This is an optimization exercise on Yosys and OpenROAD, whose aim is small area and a short achievable clock period, not a production implementation. Only simulation tests tie the RTL to the original design; equivalence was not proved. No activity file was given, so power comes from the tool's default toggle rates.

Setup of JK:
Design gmii_rx_top, start of the top module:
module gmii_rx_top
(
        input  wire logic       i_clk,
        input  wire logic       i_rst_n,
        input  wire logic [7:0] i_rxd0,
        input  wire logic       i_rx_dv0,
        input  wire logic [7:0] i_rxd1,
        input  wire logic       i_rx_dv1,
        input  wire logic [18:0] i_timer,
        output logic            o_port,
        output logic            o_wr,
        output logic [8:0]      o_word,
        output logic [18:0]     o_ts,
        output logic            o_tail,
        output logic            o_underflow
);
Size: ~2700 cells after synthesis, roughly 1300 flip-flops, roughly 71 I/O pins.
==> flow/config.mk <==
export PLATFORM = sky130hd
export DESIGN_NAME = gmii_rx_top
export DESIGN_NICKNAME = gmii_rx_top
export VERILOG_FILES = /design/flow/design.v
export SDC_FILE = /design/flow/constraint.sdc
export NUM_CORES = 4
export LEC_CHECK = 0
export CAP_MARGIN = 20
export CORE_MARGIN = 2
export CORE_UTILIZATION = 45
export CTS_CLUSTER_DIAMETER = 100
export CTS_CLUSTER_SIZE = 24
export SETUP_SLACK_MARGIN = 1.5
export SLEW_MARGIN = 20
==> flow/constraint.sdc <==
create_clock -name core_clock -period 4.0 [get_ports {i_clk}]
set_input_delay 0.8000 -clock core_clock [delete_from_list [all_inputs] [get_ports {i_clk}]]
set_output_delay 0.8000 -clock core_clock [all_outputs]
set_load 0.01 [all_outputs]
run.sh (not shown) runs the stock make flow with config.mk's settings and CLKGATE_MAP_FILE= SYNTH_SCRIPT=/design/flow/synth_recipe.tcl, a recipe that flattens the netlist after the stock synthesis.
JK: all stages complete, timing, DRC and antenna checks passed
The following lists how MS was set up differently from JK:
- changing SETUP_SLACK_MARGIN from 1.5 to 2.0
Results
Taking JK as the reference point, the number of buffers inserted to repair setup after CTS of MS rises by 57. Wire length of the first global-routing pass grows by a few percent when moving from JK to MS. Share of total power in combinational logic, MS and JK, lower one = JK. clkdlybuf4s50_1 as the master of the slowest instance on the critical path was reported by JK, and dfrtp_4 by MS. Compared with JK, first-iteration detailed-routing DRC count in MS increased by a few percent. Run comparison: JK start point of the critical path i_rx_dv1; MS start point of the critical path rlo[0][4]. Of MS and JK, the higher share of power burned in registers belongs to MS. Total power in MS vs JK: down about 0.3%. Relative area change from synthesis to final layout: MS > JK. Reported for MS and JK, area fraction in and, or, nand and nor cells after synthesis turned out identical to the last digit.
The inputs of AL differ from those of MS as listed below.
- SETUP_SLACK_MARGIN now 2.4, was 2.0
- Changes observed in AL relative to MS: number of flip-flops and latches did not really move; worst slew margin relative to its limit went down; non-clock buffer count in the final layout went up.
- AL has less setup slack than MS.
- AL: done, clean on timing, DRC and antenna
Input-level comparison between TR and AL:
- swapping 45 for 55 in CORE_UTILIZATION
- swapping 2.4 for 2.0 in SETUP_SLACK_MARGIN
Total number of vias: TR better than AL. Sort TR and AL by detailed-route vias per instance, descending, and TR comes first. Net switching fraction of the power on TR is down relative to AL. From AL to TR the numbers moved as follows: final setup slack of the worst path went down 0.049 ns; hold slack up 0.094 ns. | number of cells traversed by the worst register-to-register path | lower: TR |. Total power: TR below AL. Diff AL -> TR | number of clock-tree buffers in the layout | decrease of about 0.9%. Most congested layer reported by global routing = met2: AL; most congested layer reported by global routing = met1: TR. Number of design-rule violations left by the first detailed-router iteration: TR lower than AL. AL ended up with more cell instances than TR did. Compare TR and AL | routed wire length higher: AL.

Setup of run 1:
The RTL this note starts from:
==> flow/design.v <==
`default_nettype none
`timescale 1ns/1ps
package gmii_rx_pkg;
        typedef logic [9-1:0] frame_word_t;
        typedef logic [19-1:0]   rx_ts_t;
        typedef logic [0:0]                 port_id_t;
        typedef enum logic [2:0] {
                RD_IDLE    = 3'd0,
                RD_HEAD    = 3'd1,
                RD_TRAN    = 3'd2,
                RD_DISCARD = 3'd3,
                RD_UFLOW   = 3'd4
        } rd_state_e;
        typedef enum logic {
                MG_IDLE = 1'b0,
                MG_HOLD = 1'b1
        } mg_state_e;
        typedef struct packed {
                logic        wr;
                frame_word_t word;
                rx_ts_t      ts;
                logic        tail;
                logic        underflow;
        } rx_beat_s;
        typedef struct packed {
                port_id_t port;
                rx_beat_s beat;
        } mrg_beat_s;
endpackage
`default_nettype wire
`timescale 1ns/1ps
`default_nettype none
module gmii_rx_top
(
        input  wire logic       i_clk,
        input  wire logic       i_rst_n,
        input  wire logic [7:0] i_rxd0,
        input  wire logic       i_rx_dv0,
        input  wire logic [7:0] i_rxd1,
        input  wire logic       i_rx_dv1,
        input  wire logic [18:0] i_timer,
        output logic            o_port,
        output logic            o_wr,
        output logic [8:0]      o_word,
        output logic [18:0]     o_ts,
        output logic            o_tail,
        output logic            o_underflow
);
        logic [1:0] dv;
        logic [7:0] rxd [2];
        assign dv     = {i_rx_dv1, i_rx_dv0};
        assign rxd[0] = i_rxd0;
        assign rxd[1] = i_rxd1;
        logic [1:0] bcnt [2];
        logic [7:0] hold [2];
        logic [1:0] wr;
        logic [1:0] wmark;
        logic [8:0] mem0 [64];
        logic [8:0] mem1 [64];
        logic [5:0] wptr [2];
        logic [6:0] fill [2];
        logic [1:0] empty;
        logic [7:0] rlo [2];
        logic [7:0] rhi [2];
        logic [1:0] rd;
        logic [1:0] st_idle, st_head, st_tran, st_disc;
        logic [1:0] dly [2];
        logic [1:0] vld;
        logic [1:0] rmark;
        logic [7:0] rdata;
        logic [1:0] req, grant;
        logic       mg_hold, cur, prio;
        logic       b_wr, b_head, b_tail, b_uflow;
        logic [7:0] b_data;
        logic [18:0] timer_d;
        genvar p;
        generate
                for (p = 0; p < 2; p++) begin : g_port
                        always_ff @(posedge i_clk or negedge i_rst_n) begin
                                if (!i_rst_n) begin
                                        bcnt[p] <= 2'd0;
                                end else if (!dv[p]) begin
                                        bcnt[p] <= 2'd0;
                                end else if (!bcnt[p][1]) begin
                                        bcnt[p] <= bcnt[p] + 2'd1;
                                end
                        end
                        always_ff @(posedge i_clk) begin
                                hold[p] <= rxd[p];
                        end
                        assign wr[p]    = bcnt[p][1] | (bcnt[p][0] & dv[p]);
                        assign wmark[p] = bcnt[p][0] | !dv[p];
                        logic eq_w, eq_r;
                        assign eq_w = (fill[p] == 7'd127);
                        assign eq_r = (fill[p] == 7'd1);
                        always_ff @(posedge i_clk or negedge i_rst_n) begin
                                if (!i_rst_n) begin
                                        wptr[p]  <= '0;
                                        fill[p]  <= '0;
                                        empty[p] <= 1'b1;
                                        rlo[p]   <= 8'd1;
                                        rhi[p]   <= 8'd1;
                                end else begin
                                        if (wr[p]) wptr[p] <= wptr[p] + 6'd1;
                                        if (wr[p] && !rd[p]) fill[p] <= fill[p] + 7'd1;
                                        else if (rd[p] && !wr[p]) fill[p] <= fill[p] - 7'd1;
                                        if (rd[p]) rlo[p] <= {rlo[p][6:0], rlo[p][7]};
                                        if (rd[p] && rlo[p][7]) rhi[p] <= {rhi[p][6:0], rhi[p][7]};
                                        if (rd[p]) empty[p] <= !wr[p] && eq_r;
                                        else if (wr[p]) empty[p] <= eq_w;
                                end
                        end
                        assign req[p] = st_idle[p] && !empty[p];
                        always_comb begin
                                rd[p] = 1'b0;
                                if (st_idle[p]) rd[p] = grant[p] && !empty[p] && dly[p][1];
                                if (st_head[p]) rd[p] = !empty[p];
                                if (st_tran[p] || st_disc[p]) rd[p] = !empty[p] && !(vld[p] && rmark[p]);
                        end
                        always_ff @(posedge i_clk or negedge i_rst_n) begin
                                if (!i_rst_n) begin
                                        st_idle[p] <= 1'b1;
                                        st_head[p] <= 1'b0;
                                        st_tran[p] <= 1'b0;
                                        st_disc[p] <= 1'b0;
                                        dly[p]     <= 2'd0;
                                        vld[p]     <= 1'b0;
                                end else begin
                                        vld[p] <= rd[p];
                                        if (st_idle[p]) begin
                                                if (grant[p] && !empty[p]) begin
                                                        if (dly[p][1]) begin
                                                                dly[p]     <= 2'd0;
                                                                st_idle[p] <= 1'b0;
                                                                st_head[p] <= 1'b1;
                                                        end else begin
                                                                dly[p] <= dly[p] + 2'd1;
                                                        end
                                                end else begin
                                                        dly[p] <= 2'd0;
                                                end
                                        end
                                        if (st_head[p]) begin
                                                st_head[p] <= 1'b0;
                                                if (vld[p] && rmark[p]) st_tran[p] <= 1'b1;
                                                else st_disc[p] <= 1'b1;
                                        end
                                        if (st_tran[p]) begin
                                                if (!vld[p]) begin
                                                        st_tran[p] <= 1'b0;
                                                        st_disc[p] <= 1'b1;
                                                end else if (rmark[p]) begin
                                                        st_tran[p] <= 1'b0;
                                                        st_idle[p] <= 1'b1;
                                                end
                                        end
                                        if (st_disc[p]) begin
                                                if (vld[p] && rmark[p]) begin
                                                        st_disc[p] <= 1'b0;
                                                        st_idle[p] <= 1'b1;
                                                end
                                        end
                                end
                        end
                end
        endgenerate
        always_ff @(posedge i_clk) begin
                if (wr[0]) mem0[wptr[0]] <= {wmark[0], hold[0]};
                if (wr[1]) mem1[wptr[1]] <= {wmark[1], hold[1]};
        end
        logic [8:0] grp0 [8];
        logic [8:0] grp1 [8];
        logic [8:0] rd_w0, rd_w1;
        logic [7:0] rd_d;
        always_comb begin
                for (int h = 0; h < 8; h++) begin
                        grp0[h] = '0;
                        grp1[h] = '0;
                        for (int l = 0; l < 8; l++) begin
                                grp0[h] = grp0[h] | (mem0[8*h+l] & {9{rlo[0][l]}});
                                grp1[h] = grp1[h] | (mem1[8*h+l] & {9{rlo[1][l]}});
                        end
                end
                rd_w0 = '0;
                rd_w1 = '0;
                rd_d  = '0;
                for (int h = 0; h < 8; h++) begin
                        rd_w0 = rd_w0 | (grp0[h] & {9{rhi[0][h]}});
                        rd_w1 = rd_w1 | (grp1[h] & {9{rhi[1][h]}});
                        rd_d  = rd_d | (grp0[h][7:0] & {8{rhi[0][h] & !cur}})
                                     | (grp1[h][7:0] & {8{rhi[1][h] & cur}});
                end
        end
        always_ff @(posedge i_clk) begin
                rmark[0] <= rd_w0[8];
                rmark[1] <= rd_w1[8];
                rdata    <= rd_d;
                b_data   <= rdata;
                timer_d  <= i_timer;
        end
        logic [1:0] e_head, e_body, e_tail, e_uflow;
        assign e_head  = st_head & vld & rmark;
        assign e_uflow = st_tran & ~vld;
        assign e_tail  = st_tran & vld & rmark;
        assign e_body  = st_tran & vld & ~rmark;
        always_ff @(posedge i_clk or negedge i_rst_n) begin
                if (!i_rst_n) begin
                        b_wr    <= 1'b0;
                        b_head  <= 1'b0;
                        b_tail  <= 1'b0;
                        b_uflow <= 1'b0;
                end else begin
                        b_wr    <= |(e_head | e_body | e_tail | e_uflow);
                        b_head  <= |e_head;
                        b_tail  <= |e_tail;
                        b_uflow <= |e_uflow;
                end
        end
        assign grant[0] = mg_hold && !cur;
        assign grant[1] = mg_hold && cur;
        always_ff @(posedge i_clk or negedge i_rst_n) begin
                if (!i_rst_n) begin
                        mg_hold     <= 1'b0;
                        cur         <= 1'b0;
                        prio        <= 1'b0;
                        o_port      <= 1'b0;
                        o_wr        <= 1'b0;
                        o_word      <= '0;
                        o_ts        <= '0;
                        o_tail      <= 1'b0;
                        o_underflow <= 1'b0;
                end else begin
                        if (!mg_hold) begin
                                if (req[0] || req[1]) begin
                                        mg_hold <= 1'b1;
                                        cur     <= (req[0] && req[1]) ? prio : req[1];
                                end
                        end else if (b_tail || b_uflow) begin
                                mg_hold <= 1'b0;
                                prio    <= !cur;
                        end
                        o_port      <= b_wr && cur;
                        o_wr        <= b_wr;
                        o_word[8]   <= b_head || b_tail || b_uflow;
                        o_word[7:0] <= (b_wr && !b_uflow) ? b_data : 8'd0;
                        o_ts        <= b_head ? timer_d : 19'd0;
                        o_tail      <= b_tail;
                        o_underflow <= b_uflow;
                end
        end
endmodule
`default_nettype wire
Settings: LEC_CHECK=0, CAP_MARGIN=20, CORE_MARGIN=2, CORE_UTILIZATION=45, CTS_CLUSTER_DIAMETER=100, CTS_CLUSTER_SIZE=24, SETUP_SLACK_MARGIN=1.9, SLEW_MARGIN=20; clock period 4.0 ns.
Run 1 finished end to end and its layout was clean on timing, DRC and antenna.
What run 2 does differently from run 1 at the input level:
Settings: SETUP_SLACK_MARGIN now 2.15, was 1.9.
Findings:
- Run 2 ended with every stage complete and zero timing, DRC or antenna violations.
- Delta (run 2 minus run 1): clock power picked up an extra about 1%, path length in cells of the critical path has increased.
- The count of buffers not belonging to the clock network in the layout number comes out higher for run 2 vs run 1.
- Re sequential cell count: no difference whatsoever between run 1 and run 2.
- Diff run 1 -> run 2: power grew by 0.49 mW, least setup slack across all paths after layout now smaller, via count went up 185, global-route wire length before repair went up by 3300 um.
- Wire length after detailed routing: lower on run 1
Input changes introduced in run 3 (baseline for comparison: run 2):
Settings: a change of SETUP_SLACK_MARGIN from 2.15 to 2.0.
Results
Taking run 2 as the reference, in run 3 final wirelength decreased by 4.4% relative to the old numbers; fmax increased by about 2% relative to the old numbers. Run 3 -> run 2: number of input and output port buffers inserted delta 0, exact match. Run 3: diode insertion count for antenna repair 2 below run 2.

-- afterwards: timing with drivers on the ports --
In the flow no input, the clock included, has a driving cell. The finished layouts below were timed again as built, in two steps. Step 1 assumes that a clkbuf_16 drives the clock port and a buf_2 every other input. Step 2 moves the port delays by t, midway between the first and last clock arrival at a register: inputs arrive t later, outputs are due t later. That takes back most of the time a late clock gives input paths. a / b / c = ideal ports / drivers / drivers and shift; a / b = the first two.
run	t (ns)	setup slack, ns	slew at the worst register clock pin (ns)
JK	0.715	1.417 / 1.457 / 0.742	0.10 / 0.10
MS	0.786	1.857 / 1.857 / 1.274	0.10 / 0.10
AL	0.768	1.786 / 1.786 / 1.446	0.10 / 0.10
TR	0.737	1.737 / 1.737 / 1.378	0.10 / 0.10
run 1	0.770	1.701 / 1.701 / 1.133	0.10 / 0.10
run 2	0.768	1.623 / 1.623 / 1.445	0.10 / 0.10
run 3	0.752	1.668 / 1.668 / 1.329	0.10 / 0.10
After both steps every run listed still meets setup and hold. For JK, which loses most, drivers alone change the setup slack by +0.040 ns; drivers and shift together by -0.675 ns.
